What follows belongs to an exercise in optimizing a design on an open flow for small area; a production flow would make more cautious choices.
The RTL was checked by simulation tests, not by an equivalence proof against the original design.
Power figures rest on the tool's default switching activity, not on a simulated workload.

<file path="flow/config.mk">
export PLATFORM = sky130hd
export DESIGN_NAME = dmem_dual
export DESIGN_NICKNAME = dmem_dual
export VERILOG_FILES = /design/flow/design.v
export SDC_FILE = /design/flow/constraint.sdc
export NUM_CORES = 4
export LEC_CHECK = 0
export CAP_MARGIN = 20
export CORE_MARGIN = 2
export CORE_UTILIZATION = 55
export PLACE_DENSITY = 0.65
export SLEW_MARGIN = 20
export SYNTH_HIERARCHICAL = 1
export SYNTH_MINIMUM_KEEP_SIZE = 0
</file>
<file path="flow/constraint.sdc">
create_clock -name core_clock -period 10.0 [get_ports {clk}]
set_input_delay 2.0000 -clock core_clock [delete_from_list [all_inputs] [get_ports {clk}]]
set_output_delay 2.0000 -clock core_clock [all_outputs]
set_load 0.01 [all_outputs]
</file>
<file path="flow/design.v">
package dmem_dual_pkg;
    localparam logic [31:0] CYC_ADDR       = 32'hFFFF_FFFC;
    localparam logic [31:0] DONE_ADDR      = 32'hFFFF_FFF8;
    localparam int unsigned DMEM_ADDR_BITS = 5;
    typedef enum logic [1:0] {
        KIND_RAM,
        KIND_CYC,
        KIND_DONE,
        KIND_UNMAPPED
    } access_kind_t;
endpackage
import dmem_dual_pkg::*;
module dmem_addr_decode #(
    parameter int unsigned ADDR_BITS = DMEM_ADDR_BITS
) (
    input  logic [31:0]          addr,
    output dmem_dual_pkg::access_kind_t kind,
    output logic [ADDR_BITS-1:0] index,
    output logic                 misaligned
);
    always_comb begin
        kind = KIND_UNMAPPED;
        if (addr == CYC_ADDR) begin
            kind = KIND_CYC;
        end else if (addr == DONE_ADDR) begin
            kind = KIND_DONE;
        end else if (addr[31:ADDR_BITS+2] == '0) begin
            kind = KIND_RAM;
        end
    end
    assign index      = addr[ADDR_BITS+1:2];
    assign misaligned = (addr[1:0] != 2'b00);
endmodule
import dmem_dual_pkg::*;
module dmem_dual #(
    parameter int unsigned ADDR_BITS = DMEM_ADDR_BITS
) (
    input  logic        clk,
    input  logic        reset,
    input  logic        we,
    input  logic [31:0] a,
    input  logic [31:0] wd,
    output logic [31:0] rd,
    input  logic        we2,
    input  logic [31:0] a2,
    input  logic [31:0] wd2,
    output logic [31:0] rd2,
    output logic        done,
    output logic [31:0] result,
    output logic        misalign
);
    localparam int unsigned DEPTH = 1 << ADDR_BITS;
    logic [31:0]          mem [DEPTH];
    logic [DEPTH-1:0]     valid;
    logic [31:0]          cycle;
    dmem_dual_pkg::access_kind_t kind1;
    dmem_dual_pkg::access_kind_t kind2;
    logic [ADDR_BITS-1:0] idx1, idx2;
    logic                 mis1, mis2;
    dmem_addr_decode #(.ADDR_BITS(ADDR_BITS)) u_dec1 (
        .addr       (a),
        .kind       (kind1),
        .index      (idx1),
        .misaligned (mis1)
    );
    dmem_addr_decode #(.ADDR_BITS(ADDR_BITS)) u_dec2 (
        .addr       (a2),
        .kind       (kind2),
        .index      (idx2),
        .misaligned (mis2)
    );
    logic ram1, ram2, cyc1, cyc2, dn1, dn2;
    assign ram1 = (kind1 == KIND_RAM);
    assign ram2 = (kind2 == KIND_RAM);
    assign cyc1 = (kind1 == KIND_CYC);
    assign cyc2 = (kind2 == KIND_CYC);
    assign dn1  = (kind1 == KIND_DONE);
    assign dn2  = (kind2 == KIND_DONE);
    logic [DEPTH-1:0] dec1, dec2, wr1, wr2;
    always_comb begin
        for (int i = 0; i < DEPTH; i++) begin
            dec1[i] = ram1 && (idx1 == i[ADDR_BITS-1:0]);
            dec2[i] = ram2 && (idx2 == i[ADDR_BITS-1:0]);
        end
    end
    assign wr1 = we  ? dec1 : '0;
    assign wr2 = we2 ? dec2 : '0;
    logic [DEPTH+1:0] rsel1;
    logic [DEPTH+2:0] rsel2;
    logic             dn_fwd;
    assign dn_fwd = we && dn1 && dn2;
    assign rsel1  = {dn1, cyc1, dec1 & valid};
    assign rsel2  = {(|(wr1 & dec2)) || dn_fwd, dn2 && !dn_fwd, cyc2, dec2 & valid & ~wr1};
    for (genvar b = 0; b < 32; b++) begin : g_rbit
        logic [DEPTH-1:0] col;
        for (genvar i = 0; i < DEPTH; i++) begin : g_col
            assign col[i] = mem[i][b];
        end
        dmem_rdbit #(.N(DEPTH+2)) u_rd1 (
            .sel (rsel1),
            .d   ({result[b], cycle[b], col}),
            .y   (rd[b])
        );
        dmem_rdbit #(.N(DEPTH+3)) u_rd2 (
            .sel (rsel2),
            .d   ({wd[b], result[b], cycle[b], col}),
            .y   (rd2[b])
        );
    end
    logic [DEPTH-1:0] sel1, hold;
    assign sel1 = wr1 & ~wr2;
    assign hold = ~(wr1 | wr2);
    for (genvar i = 0; i < DEPTH; i++) begin : g_word
        dmem_word u_word (
            .clk  (clk),
            .hold (hold[i]),
            .sel1 (sel1[i]),
            .sel2 (wr2[i]),
            .d1   (wd),
            .d2   (wd2),
            .q    (mem[i])
        );
    end
    always_ff @(posedge clk or posedge reset) begin
        if (reset) begin
            valid    <= '0;
            cycle    <= '0;
            done     <= 1'b0;
            result   <= '0;
            misalign <= 1'b0;
        end else begin
            valid <= valid | wr1 | wr2;
            if (we2 && cyc2) begin
                cycle <= wd2;
            end else if (we && cyc1) begin
                cycle <= wd;
            end else begin
                cycle <= cycle + 32'd1;
            end
            if (we2 && dn2) begin
                done   <= 1'b1;
                result <= wd2;
            end else if (we && dn1) begin
                done   <= 1'b1;
                result <= wd;
            end
            if ((we && mis1) || (we2 && mis2)) begin
                misalign <= 1'b1;
            end
        end
    end
endmodule
module dmem_word (
    input  logic        clk,
    input  logic        hold,
    input  logic        sel1,
    input  logic        sel2,
    input  logic [31:0] d1,
    input  logic [31:0] d2,
    output logic [31:0] q
);
    always_ff @(posedge clk) begin
        q <= (q & {32{hold}}) | (d1 & {32{sel1}}) | (d2 & {32{sel2}});
    end
endmodule
module dmem_rdbit #(
    parameter int unsigned N = 34
) (
    input  logic [N-1:0] sel,
    input  logic [N-1:0] d,
    output logic         y
);
    localparam int unsigned G  = (N + 2) / 3;       
    localparam int unsigned NP = 3 * G;
    localparam int unsigned K  = (G + 3) / 4;       
    logic [NP-1:0] s_p, d_p;
    logic [4*K-1:0] n;
    logic [K-1:0]   h;
    assign s_p = {{(NP-N){1'b0}}, sel};
    assign d_p = {{(NP-N){1'b0}}, d};
    if (4 * K > G) begin : g_pad
        assign n[4*K-1:G] = '1;
    end
    for (genvar g = 0; g < G; g++) begin : g_aoi
        if (3 * g + 2 < N) begin : g3
            dmem_aoi222 u (
                .a1 (s_p[3*g]),   .a2 (d_p[3*g]),
                .b1 (s_p[3*g+1]), .b2 (d_p[3*g+1]),
                .c1 (s_p[3*g+2]), .c2 (d_p[3*g+2]),
                .y  (n[g])
            );
        end else begin : g2
            dmem_aoi22 u (
                .a1 (s_p[3*g]),   .a2 (d_p[3*g]),
                .b1 (s_p[3*g+1]), .b2 (d_p[3*g+1]),
                .y  (n[g])
            );
        end
    end
    for (genvar k = 0; k < K; k++) begin : g_nand
        dmem_nand4 u (.a (n[4*k]), .b (n[4*k+1]), .c (n[4*k+2]), .d (n[4*k+3]), .y (h[k]));
    end
    assign y = |h;
endmodule
module dmem_aoi222 (
    input  logic a1, a2, b1, b2, c1, c2,
    output logic y
);
    assign y = ~((a1 & a2) | (b1 & b2) | (c1 & c2));
endmodule
module dmem_aoi22 (
    input  logic a1, a2, b1, b2,
    output logic y
);
    assign y = ~((a1 & a2) | (b1 & b2));
endmodule
module dmem_nand4 (
    input  logic a, b, c, d,
    output logic y
);
    assign y = ~(a & b & c & d);
endmodule
</file>
<file path="flow/run.sh">
#!/bin/bash
# synth_recipe.tcl (not shown) runs the flow's synth.tcl, then flattens the netlist and writes it again
# the make line also repeats each setting of config.mk as NAME=value (left out here)
make -C /OpenROAD-flow-scripts/flow DESIGN_CONFIG=/design/flow/config.mk WORK_HOME=/design/flow/orfs CLKGATE_MAP_FILE= SYNTH_SCRIPT=/design/flow/synth_recipe.tcl finish
</file>
==> run summary, run 1 <==
Max-Cap Viols=0; status=complete, no violations; buffer and inverter count on the worst path=4; Hold Worst Slack=491.4 ps; TritonCTS buffer count=121; Max Slew Vio Count=0; Critical Path, Cell by Cell=clkdlybuf4s50_1 -> nand4_1 -> nor4_2 -> a31oi_1 -> nor2_1 -> nand3_1 -> buf_4 -> nor2_1 -> nor2_2 -> buf_12 -> a222oi_1 -> nand4_1 -> or3_1 -> clkdlybuf4s50_1; Slowest-stage cell, CP=nand4_1; CP top delay family=simple AND/OR/NAND/NOR gates; initial antenna violation count=12; P_int=~7.5 mW; worst skew pair latency=about 760 ps; Via Count=58.90k; Post-synth top flop=dfxtp_1; #FFs+latches synth=1122; total gr overflow=0; Fin Setup TNS=0 ps; Hold Crit Endpoint=valid[27]$_DFF_PP0_; Synth Area per Inst=10.05 um^2; initial core utilization=55.32%; crit path max fanout=20; R2R depth=6; Startpoint Class=input port; drc violations=0; Gate power share=4.5%; Setup crit end kind=output pin; beginning of the worst register-to-register path=cycle[3]$_DFF_PP0_; Mapped Area=around 53000 um^2; Final period util=97.08%; fillcell total=8132; core area=approximately 96000 um^2; CP Data Required Time=8000 ps; layout cells sized above 1=12.26%; Die ar.=~100000 um^2; # IOs=230; final wirelength=between 200000 and 300000 um; r2r setup slk=7330 ps; Tmin final=9708 ps; EDFF count, synth=0; Final Hold Vio Count=0; Nets=approximately 5.7k; P&R area growth vs syn=16.24%; post-route ant nets=0; clock tree buffer depth=3; post-CTS setup buffer count=0; P_sw=around 2.3 mW; post-cts resize count=0; sw frac=about a quarter; pin count of the biggest net entering global routing=57; Vias/cell=8.437; total power=9.776 mW; PwrDens=157.7 nW/um^2; Yosys cell types=56; unrepaired setup endpoints after global routing=false; hold crit path type=flip-flop to flip-flop; Peak Freq=103.0 MHz; vias in the first global route=54.91k; htree depth=3; Avg WL per Cell=~40 um; sequential power share=45.8%; die outline width=approximately 320 um; Slew @ Worst Pin=1344 ps; FFs w/ async S/R, synth=8.734%; Worst Clk Skew=10.98 ps; FF+latch area=roughly 23000 um^2; Worst Hold Depth=1; clock group share of total power=between 40 and 50%; CTS tree=built; clock root buffer=clkbuf_16; worst vdd ir=0.1519 mV; Seq/Total Area, Yosys=43.03%; Iter 0 DRT Violations=slightly above 20k; Leakage=29.55 nW; Slew HR=about a tenth; crit-path max cell delay=770 ps; RePlAce Congestion=1.040; TritonCTS Sinks=1122; WP data arrival=7710 ps; Total Routing Usage GR=52.61%; I/O Buffers=229; Yosys Warn Count=10; global-route wire length before repair=384200 um; hold buffers post-CTS=0; Mapped Cells=5306; detailed-router iteration count before antenna repair=22; worst r2r dst=cycle[19]$_DFF_PP0_; Reg clk slew, reported paths=50 ps; hold path startpoint=valid[27]$_DFF_PP0_; Setup-failing EPs final=0; # rows=114; Setup Crit Path Kind=input port to output pin; Die Ht=315.4 um; DP HPWL=158200 um; multi-input logic area=24830 um^2
==> layer usage <==
metal	part of all wire (%)	global-route usage (%)
met5	0.035	0.8049
met4	10	42.56
met3	18	21.06
met2	39	72.74
met1	32	64.29
==> state kept, by name, indices dropped and copies added (netlist names) <==
| register | flops |
|---|---|
| g_word.u_word.q | 1024 |
| valid | 32 |
| done | 1 |
| cycle | 32 |
| result | 32 |
| misalign | 1 |
==> placed cells by master, fill, tap and decap left out, drive strengths merged, types with 2 or more instances in the layout <==
cell type and count:
and3 32, nor3b 2, a211oi 3, inv 1037, or3 95, o32ai 2, nand4 218, dfrtp 98
nand3 29, mux2i 33, buf 260, nor2b 12, and4 5, a21oi 17, a22oi 70, nand2b 5
nor2 157, clkdlybuf4s50 229, bufinv 15, nand2 126, xor2 17, nor3 76, dfxtp 1024, o21ai 71
a31oi 7, o22ai 12, nor4bb 2, nor4b 2, clkbuf 183, clkinv 20, nor4 18, xnor2 17
and2 5, conb 64, diode 4, a222oi 1728
==> how the worst max path moves through the flow <==
stage / start / endpoint / slack [ps] / cells after the start
3_5_place_dp: a[6] / rd2[18] / 440 / 14
5_1_grt: a[6] / rd2[11] / 360 / 14
4_1_cts: a[6] / rd2[18] / 410 / 14
6_report: a[6] / rd2[11] / 290 / 14
3_3_place_gp: a[6] / rd2[18] / 550 / 14
2_1_floorplan: a[28] / rd2[0] / 690 / 8
==> per-module statistics from Yosys (local to each module, per instance), a selection <==
module / cells / flip-flops and latches / cell area [um^2]
dmem_aoi222: 1 / 0 / 10.01
dmem_dual: 830 / 98 / 6394
dmem_aoi22: 1 / 0 / 12.51
dmem_word: 105 / 32 / 1156
dmem_nand4: 1 / 0 / 6.256
==> area by class of cell <==
| cell class | instances | share of cell area, % |
|---|---|---|
| multi-input combinational | 2834 | 40.05 |
| sequential | 1122 | 37.02 |
| timing repair buffer | 489 | 7.176 |
| inverter | 1035 | 6.270 |
| clock buffer | 183 | 5.897 |
| tap | 1276 | 2.575 |
| clock inverter | 38 | 0.9929 |
| antenna | 4 | 0.01614 |
==> power by group through the flow <==
stage          combinational (mW)  sequential [mW]  clock, mW
2_1_floorplan              0.0847             4.57          0
3_3_place_gp                0.413             4.57          0
3_5_place_dp                0.412             4.57          0
4_1_cts                     0.413             4.48       4.83
5_1_grt                     0.443             4.47       5.03
6_report                    0.443             4.48       4.86
==> through the flow <==
| stage | util, % | setup slack, ps | std cells | cell area, um^2 |
|---|---|---|---|---|
| after floorplan | - | 693.7 | 5338 | 53460 |
| after global placement | 59.52 | 546.7 | 6742 | 57390 |
| after detailed placement | 59.63 | 437.2 | 6746 | 57490 |
| after CTS | 64.06 | 407.4 | 6967 | 61760 |
| after global routing | 64.29 | 357.1 | 6977 | 61990 |
| final | 64.30 | 292.3 | 6981 | 62000 |
==> kinds of logic after synthesis <==
| group | Yosys count | share of synthesized area, % |
|---|---|---|
| AO/OA/AOI/OAI | 1915 | 35.23 |
| buffers and inverters | 1382 | 12.40 |
| flip-flops | 1122 | 43.03 |
| AND/OR/NAND/NOR | 787 | 7.908 |
| XOR/XNOR | 34 | 0.5583 |
| multiplexers | 33 | 0.6193 |
| other | 32 | 0.2252 |
| adder cells (fa/ha/maj) | 1 | 0.02346 |
==> Yosys cell counts, drive strengths merged, types with 17 or more instances <==
cell,number,share of area [%]
dfrtp,98,4.6
and3,32,0.38
clkbuf,23,0.16
xnor2,17,0.28
a222oi,1728,32
a22oi,70,1.6
or3,95,1.1
nand3,29,0.29
xor2,17,0.28
o21ai,71,0.67
dfxtp,1024,38
a21oi,17,0.16
nor4,18,0.28
buf,324,5.0
mux2i,33,0.62
nand2,126,0.90
nand4,218,2.6
inv,1035,7.3
conb,32,0.23
nor3,76,0.72
nor2,157,1.1
==> run 2, diff against run 1 <==
--- a/flow/config.mk
+++ b/flow/config.mk
@@ -9,4 +9,5 @@
 export CORE_MARGIN = 2
 export CORE_UTILIZATION = 55
+export CTS_BUF_LIST = sky130_fd_sc_hd__clkbuf_4
 export PLACE_DENSITY = 0.65
 export SLEW_MARGIN = 20
==> run summary, run 2 <==
I/O Buffers=229 (unchanged); initial antenna violation count=15 (+3); Post-DP Area=57490 um^2 (unchanged); Yosys Warn Count=10 (unchanged); FFs w/ async S/R, synth=8.734% (unchanged); TritonCTS buffer count=322 (+170%); CTS tree=built; Synth area leader=dfxtp_1; Mapped Cells=5306 (unchanged); global-route wire length before repair=388200 um (+1.0%); clock tree buffer depth=4 (+1); Avg WL per Cell=37.97 um (-3.2%); DP HPWL=158200 um (unchanged); most frequent cells after synthesis=a222oi_1 (1728), inv_1 (1035), dfxtp_1 (1024), nand4_1 (217), nor2_1 (157); EDFF count, synth=0 (unchanged); P&R area growth vs syn=15.53%; final wirelength=277200 um (+1.2%); Setup Crit Path Kind=input port to output pin; Yosys cell types=56 (unchanged); vias in the first global route=56.81k (+3.4%); fin area=61620 um^2 (-0.61%); Via Count=61.00k (+3.6%); RePlAce Congestion=1.040 (unchanged); Max-Cap Viols=0 (unchanged); final worst slack=229.8 ps (-62.51 ps); post-route ant nets=0 (unchanged); Total Routing Usage GR=53.17% (+0.56 points); CP Data Required Time=8000 ps (about the same); htree depth=5 (+2); detailed-router iteration count before antenna repair=22 (unchanged); status=complete, no violations; drc violations=0 (unchanged); Slew HR=12.94% (+2.8 points); fillcell total=8363 (+2.8%); # IOs=230 (unchanged); hold crit path type=flip-flop to flip-flop; TritonCTS Sinks=1122 (unchanged); Setup crit end kind=output pin; Tmin final=9770 ps (+62.51 ps); top-count cell post-synth=a222oi_1; Setup-failing EPs final=0 (unchanged); initial core utilization=55.32% (unchanged); Final Hold Vio Count=0 (unchanged); Slowest-stage cell, CP=a222oi_1; Post-synth top flop=dfxtp_1; Nets=5933 (+3.4%); crit path max fanout=32 (+60%); post-CTS setup buffer count=0 (unchanged); PwrDens=149.6 nW/um^2 (-5.1%); #FFs+latches synth=1122 (unchanged); Die ar.=99480 um^2 (unchanged); Mapped Area=53340 um^2 (unchanged); Startpoint Class=input port; synth top area cells=dfxtp_1 (38%), a222oi_1 (32%), inv_1 (7.3%), dfrtp_1 (4.6%), buf_6 (2.8%); Largest register FFs=1024 (unchanged); Reg clk slew, reported paths=60 ps (about the same); top-area cell type share of the netlist area=38.43% (unchanged); Fin Setup TNS=0 ps (unchanged); pre-CTS setup slack=437.2 ps (unchanged); worst skew pair latency=1270 ps (+510 ps); clock root buffer=clkbuf_4; commonest non-fill, non-tap cells in the layout=a222oi_1 (1728), inv_1 (1034), dfxtp_1 (1024); pin count of the biggest net entering global routing=57 (unchanged); Final period util=97.70% (+0.63 points); Vias/cell=8.354 (-0.98%); Leakage=29.79 nW (+0.82%); Synth Area per Inst=10.05 um^2 (unchanged); Peak Freq=102.4 MHz (-0.64%); crit-path max cell delay=1020 ps (+250 ps); total power=9.220 mW (-5.7%); Slew @ Worst Pin=1303 ps (-41.29 ps); worst vdd ir=0.1166 mV (-23%); unrepaired setup endpoints after global routing=false; # rows=114 (unchanged); total gr overflow=0 (unchanged); core area=96420 um^2 (unchanged); commonest non-fill, non-tap cell in the layout=a222oi_1; Die Ht=315.4 um (unchanged); r2r setup slk=7170 ps (-160 ps); Critical Path, Cell by Cell=clkdlybuf4s50_1 -> nand4_1 -> nor4_2 -> a31oi_1 -> nor2_1 -> nand3_1 -> buf_4 -> nor2_1 -> nor3_2 -> buf_4 -> a222oi_1 -> nand4_1 -> or3_1 -> clkdlybuf4s50_1; Largest Register=g_word.u_word.q; Seq/Total Area, Yosys=43.03% (unchanged); Worst Clk Skew=78.82 ps (+67.84 ps); layout cells sized above 1=16.64% (+4.4 points); WP data arrival=7770 ps (+60 ps); hold buffers post-CTS=0 (unchanged); Iter 0 DRT Violations=21.27k (+4.2%); Max Slew Vio Count=0 (unchanged); die outline width=315.4 um (unchanged); post-cts resize count=0 (unchanged)
[run 2: path summary, 6_finish.rpt]
kind / to / cells past startpoint / start
hold reg to reg: valid[5]$_DFF_PP0_ / 1 / valid[5]$_DFF_PP0_
setup / recovery: rd2[11] / 14 / a[6]
setup reg to reg: cycle[21]$_DFF_PP0_ / 6 / cycle[3]$_DFF_PP0_
hold / removal: valid[5]$_DFF_PP0_ / 1 / valid[5]$_DFF_PP0_
min in group asynchronous: result[11]$_DFFE_PP0P_ / 2 / reset
max in group asynchronous: valid[6]$_DFF_PP0_ / 3 / reset
[run 2: cell families (layout without fill, tap and decap cells)]
kind of cell / count (synthesis) / count (layout) / synth area share (%)
multiplexers: 33 / 33 / 0.6193
adder cells (fa/ha/maj): 1 / 1 / 0.02346
other: 32 / 75 / 0.2252
buffers and inverters: 1382 / 2058 / 12.40
AND/OR/NAND/NOR: 787 / 787 / 7.908
XOR/XNOR: 34 / 34 / 0.5583
flip-flops: 1122 / 1122 / 43.03
AO/OA/AOI/OAI: 1915 / 1915 / 35.23
[run 2: modules after synthesis (local to each module, per instance), a selection]
module	flops+latches	copies in the design	cells
dmem_dual	98	1	830
dmem_word	32	32	105
dmem_aoi22	0	64	1
dmem_aoi222	0	704	1
dmem_nand4	0	192	1
[run 2: where the power goes]
group	switching, mW	internal [mW]	total [mW]
Clock	2.04	2.26	4.30
Sequential	0.0000661	4.47	4.47
Combinational	0.325	0.121	0.447
Total	2.36	6.86	9.22
[run 2: stage by stage]
step | util (%) | cells | hold WS (ps)
global route | 63.89 | 7296 | 508.1
finish | 63.91 | 7301 | 490.7
floorplan | - | 5338 | 448.5
CTS | 63.69 | 7284 | 488.8
global placement | 59.52 | 6742 | 454.2
detailed placement | 59.63 | 6746 | 470.9
[run 2: area by class of cell]
| cell class | instances | area (um^2) | area share [%] |
|---|---|---|---|
| inverter | 1035 | 3887 | 6.309 |
| clock buffer | 483 | 3626 | 5.884 |
| multi-input combinational | 2834 | 24840 | 40.31 |
| tap | 1276 | 1597 | 2.591 |
| antenna | 11 | 27.53 | 0.04467 |
| timing repair buffer | 485 | 4394 | 7.131 |
| sequential | 1122 | 22950 | 37.25 |
| clock inverter | 55 | 296.5 | 0.4812 |
[run 2: critical path: cells and delay by family]
family / cells / cell delay (ps)
AO/OA/AOI/OAI: 2 / 1310
buffers and inverters: 4 / 1920
AND/OR/NAND/NOR: 8 / 2480
[run 2: layer usage]
metal	vias to the layer above	track usage, %	wire length (um)
met5	-	0.6155	154
met2	6626	72.78	108200
met3	1792	22.33	50760
met1	28690	64.32	89420
met4	26	44.63	28690
li1	23860	-	-
==> run 3, diff against run 2 <==
--- a/flow/design.v
+++ b/flow/design.v
@@ -190,10 +190,13 @@
                 .y  (n[g])
             );
-        end else begin : g2
-            dmem_aoi22 u (
+        end else if (3 * g + 1 < N) begin : g2
+            dmem_aoi222 u (
                 .a1 (s_p[3*g]),   .a2 (d_p[3*g]),
                 .b1 (s_p[3*g+1]), .b2 (d_p[3*g+1]),
+                .c1 (s_p[3*g]),   .c2 (d_p[3*g]),
                 .y  (n[g])
             );
+        end else begin : g1
+            dmem_nand2 u (.a (s_p[3*g]), .b (d_p[3*g]), .y (n[g]));
         end
     end
@@ -209,9 +212,9 @@
     assign y = ~((a1 & a2) | (b1 & b2) | (c1 & c2));
 endmodule
-module dmem_aoi22 (
-    input  logic a1, a2, b1, b2,
+module dmem_nand2 (
+    input  logic a, b,
     output logic y
 );
-    assign y = ~((a1 & a2) | (b1 & b2));
+    assign y = ~(a & b);
 endmodule
 module dmem_nand4 (
==> flow/flow/run.sh (new file) <==
#!/bin/bash
# The standard layout (the standard.sh, standard synthesis included) with three changes:
# clock tree synthesis without dummy loads, port buffers of the plain buf_2 cell, and power
# (size) recovery on non-critical gates after global routing.
set -euo pipefail
export CTS_ARGS="-sink_clustering_enable -repair_clock_nets -dont_use_dummy_load -buf_list {sky130_fd_sc_hd__clkbuf_4 sky130_fd_sc_hd__clkbuf_8}"
export BUFFER_PORTS_ARGS="-buffer_cell sky130_fd_sc_hd__buf_2"
export RECOVER_POWER=100
bash standard.sh > standard_make.log 2>&1
==> flow/standard.sh (new file) <==
#!/bin/bash
# synth_recipe.tcl (not shown) runs the flow's synth.tcl, then flattens the netlist and writes it again
# the make line also repeats each setting of config.mk as NAME=value (left out here)
make -C /OpenROAD-flow-scripts/flow DESIGN_CONFIG=/design/flow/config.mk WORK_HOME=/design/flow/orfs CLKGATE_MAP_FILE= SYNTH_SCRIPT=/design/flow/synth_recipe.tcl "${@:-finish}"
--- a/flow/config.mk
+++ b/flow/config.mk
@@ -8,7 +8,7 @@
 export CAP_MARGIN = 20
 export CORE_MARGIN = 2
-export CORE_UTILIZATION = 55
-export CTS_BUF_LIST = sky130_fd_sc_hd__clkbuf_4
-export PLACE_DENSITY = 0.65
+export CORE_UTILIZATION = 40
+export CTS_BUF_LIST = sky130_fd_sc_hd__clkbuf_4 sky130_fd_sc_hd__clkbuf_8
+export PLACE_DENSITY = 0.55
 export SLEW_MARGIN = 20
 export SYNTH_HIERARCHICAL = 1
removed: flow/run.sh
==> run summary, run 3 <==
post-cts resize count=0 (unchanged); Final period util=103.0% (+5.3 points); final wirelength=280700 um (+1.3%); Nets=5682 (-4.2%); CP Data Required Time=10740 ps (+2740 ps); DP HPWL=166600 um (+5.3%); Iter 0 DRT Violations=18.20k (-14%); Mapped Cells=5274 (-0.60%); Avg WL per Cell=38.40 um (+1.1%); Final Hold Vio Count=0 (unchanged); Seq/Total Area, Yosys=43.42% (+0.39 points); WP data arrival=11040 ps (+3270 ps); worst skew pair latency=910 ps (-360 ps); pin count of the biggest net entering global routing=63 (+11%); Slew @ Worst Pin=4382 ps (+3079 ps); R2R depth=5 (-1); commonest non-fill, non-tap cell in the layout=a222oi_1; Setup-failing EPs final=32 (+32); initial core utilization=40.26% (-15 points); Reg clk slew, reported paths=60 ps (about the same); core area=131300 um^2 (+36%); top-area cell type share of the netlist area=38.78% (+0.35 points); Setup Crit Path Kind=input port to flip-flop; status=complete, but fails checks; FFs w/ async S/R, synth=8.734% (unchanged); Worst Clk Skew=57.26 ps (-21.56 ps); Largest register FFs=1024 (unchanged); I/O Buffers=229 (unchanged); SO Faults=capacitance limit, slew limit, setup timing; clock root buffer=clkbuf_8; Startpoint Class=input port; PwrDens=143.4 nW/um^2 (-4.2%); Max Slew Vio Count=2082 (+2082); commonest non-fill, non-tap cells in the layout=a222oi_1 (1760), inv_1 (1034), dfxtp_1 (1024); pre-CTS setup slack=1258 ps (+820.6 ps); unrepaired setup endpoints after global routing=false; Yosys cell types=54 (-3.6%); total power=8.304 mW (-9.9%); RePlAce Congestion=1.070 (+2.9%); die outline width=367.5 um (+17%); fin cells=7311 (+0.14%); global-route wire length before repair=392200 um (+1.0%); detailed-router iteration count before antenna repair=15 (-32%); Die Ht=367.5 um (+17%); Mapped Area=52860 um^2 (-0.90%); post-CTS setup buffer count=0 (unchanged); TritonCTS Sinks=1122 (unchanged); TritonCTS buffer count=193 (-40%); Max-Cap Viols=74 (+74); Setup crit end kind=flip-flop; crit path max fanout=35 (+9.4%); fillcell total=12.91k (+54%); hold crit path type=flip-flop to flip-flop; Synth area leader=dfxtp_1; Die ar.=135100 um^2 (+36%); #FFs+latches synth=1122 (unchanged); Largest Register=g_word.u_word.q; dpl cells=7102 (+5.3%); Slew HR=-192.1% (-210 points); Leakage=27.72 nW (-6.9%); final worst slack=-295.6 ps (-525.5 ps); EDFF count, synth=0 (unchanged); Hold Worst Slack=472.1 ps (-18.61 ps); hold buffers post-CTS=0 (unchanged); Vias/cell=7.900 (-5.4%); worst vdd ir=0.1243 mV (+6.7%); top-count cell post-synth=a222oi_1; Post-synth top flop=dfxtp_1; # rows=133 (+17%); Post-DP Area=55920 um^2 (-2.7%); total gr overflow=0 (unchanged); Yosys Warn Count=10 (unchanged); most frequent cells after synthesis=a222oi_1 (1760), inv_1 (1035), dfxtp_1 (1024), nand4_1 (217), nor2_1 (157); P&R area growth vs syn=9.559%; clock tree buffer depth=3 (-1); Synth Area per Inst=10.02 um^2 (-0.30%); Worst Hold Depth=2 (+1); layout cells sized above 1=10.64% (-6.0 points); Tmin final=10300 ps (+525.5 ps); initial antenna violation count=14 (-1); fin area=57910 um^2 (-6.0%); CTS tree=built; Via Count=57.76k (-5.3%); vias in the first global route=53.83k (-5.2%); # IOs=230 (unchanged); Peak Freq=97.13 MHz (-5.1%); post-route ant nets=0 (unchanged); Total Routing Usage GR=39.51% (-14 points); drc violations=0 (unchanged); htree depth=4 (-1); synth top area cells=dfxtp_1 (39%), a222oi_1 (33%), inv_1 (7.4%), dfrtp_1 (4.6%), buf_6 (2.8%)
[run 3: area by class of cell]
type | count | area, um^2 | area share, %
timing repair buffer | 427 | 2277 | 3.932
multi-input combinational | 2770 | 23920 | 41.30
tap | 1755 | 2196 | 3.792
clock buffer | 193 | 2656 | 4.587
antenna | 9 | 22.52 | 0.03889
sequential | 1122 | 22950 | 39.64
inverter | 1035 | 3886 | 6.711
[run 3: metal layers]
layer,wire (um),vias up,GRT usage [%]
li1,-,23090,-
met2,112200,5689,54.46
met1,99730,27860,51.29
met5,128,-,0
met3,47140,1113,13.47
met4,21550,12,27.62
[run 3: path summary, 6_finish.rpt]
kind                                    start                             to  slack (ps)
setup / recovery                        a2[4]  g_word[2].u_word.q[1]$_DFF_P_        -300
hold / removal               done$_DFFE_PP0P_               done$_DFFE_PP0P_         470
setup reg to reg           cycle[2]$_DFF_PP0_            cycle[31]$_DFF_PP0_        7210
hold reg to reg              done$_DFFE_PP0P_               done$_DFFE_PP0P_         470
max in group asynchronous               reset            cycle[11]$_DFF_PP0_        3420
min in group asynchronous               reset         result[25]$_DFFE_PP0P_        1640
[run 3: cells by family after synthesis]
family	share of synthesized area (%)
AOI/OAI and AO/OA	34.64
muxes	0.6249
and+or+nand+nor	8.207
xor gates and xnor gates	0.5634
adders and majority gates	0.02367
buffers and inverters	12.52
DFF	43.42
[run 3: Yosys stat by module (local to each module, per instance), a selection]
module,times used,cells inside
dmem_aoi222,736,1
dmem_nand2,32,1
dmem_dual,1,830
dmem_nand4,192,1
dmem_word,32,105
[run 3: stage by stage]
| stage | setup TNS (ps) | util [%] |
|---|---|---|
| final | -5136 | 44.10 |
| after global routing | 0 | 44.09 |
| after CTS | 0 | 44.61 |
| after detailed placement | 0 | 42.59 |
| after global placement | 0 | 42.51 |
| after floorplan | 0 | - |
[run 3: power breakdown]
group	total, mW	switching, mW	internal [mW]
clock network	3.49	1.80	1.69
logic	0.333	0.282	0.0508
registers	4.48	0.0000559	4.48
[run 3: critical path, stage by stage]
cell and delay [ps]:
clkbuf_1 630, nand4_1 200, nor4_2 310, a31oi_1 200, nor3_1 900, nand2_1 630
buf_4 400, nor2_1 120, clkbuf_1 2160, nor2_1 2370, a222oi_1 960, inv_1 70

-- port drivers added, routing unchanged --
The flow's constraints put no driver on any port. The routed layouts listed below were extracted and timed again, unchanged, in two steps.
Step 1 sets driving cells, clkbuf_16 on the clock port and buf_2 on the other inputs (assumed; they add their load-dependent delay and slew).
Step 2 times the ports against the registers' clock, not the clock port: input delays grow and output delays shrink by t, the midpoint of the rising clock arrivals with the driver on.
Slacks: ideal / step 1 / step 2; pairs: ideal / step 1.
run | t (ns) | setup slack, ns | clock arrival spread, ns | worst data-port slew with drivers (ns) | cell pins on the clock port's net
run 1 | 0.831 | 0.292 / 0.251 / 0.251 | 0.034 / 0.033 | 0.06 | 1
run 2 | 1.339 | 0.230 / 0.188 / 0.188 | 0.145 / 0.145 | 0.06 | 1
run 3 | 0.976 | -0.296 / -0.252 / -1.227 | 0.085 / 0.085 | 0.06 | 1
For run 3, which loses most, drivers alone change the setup slack by +0.044 ns; drivers and shift together by -0.931 ns.
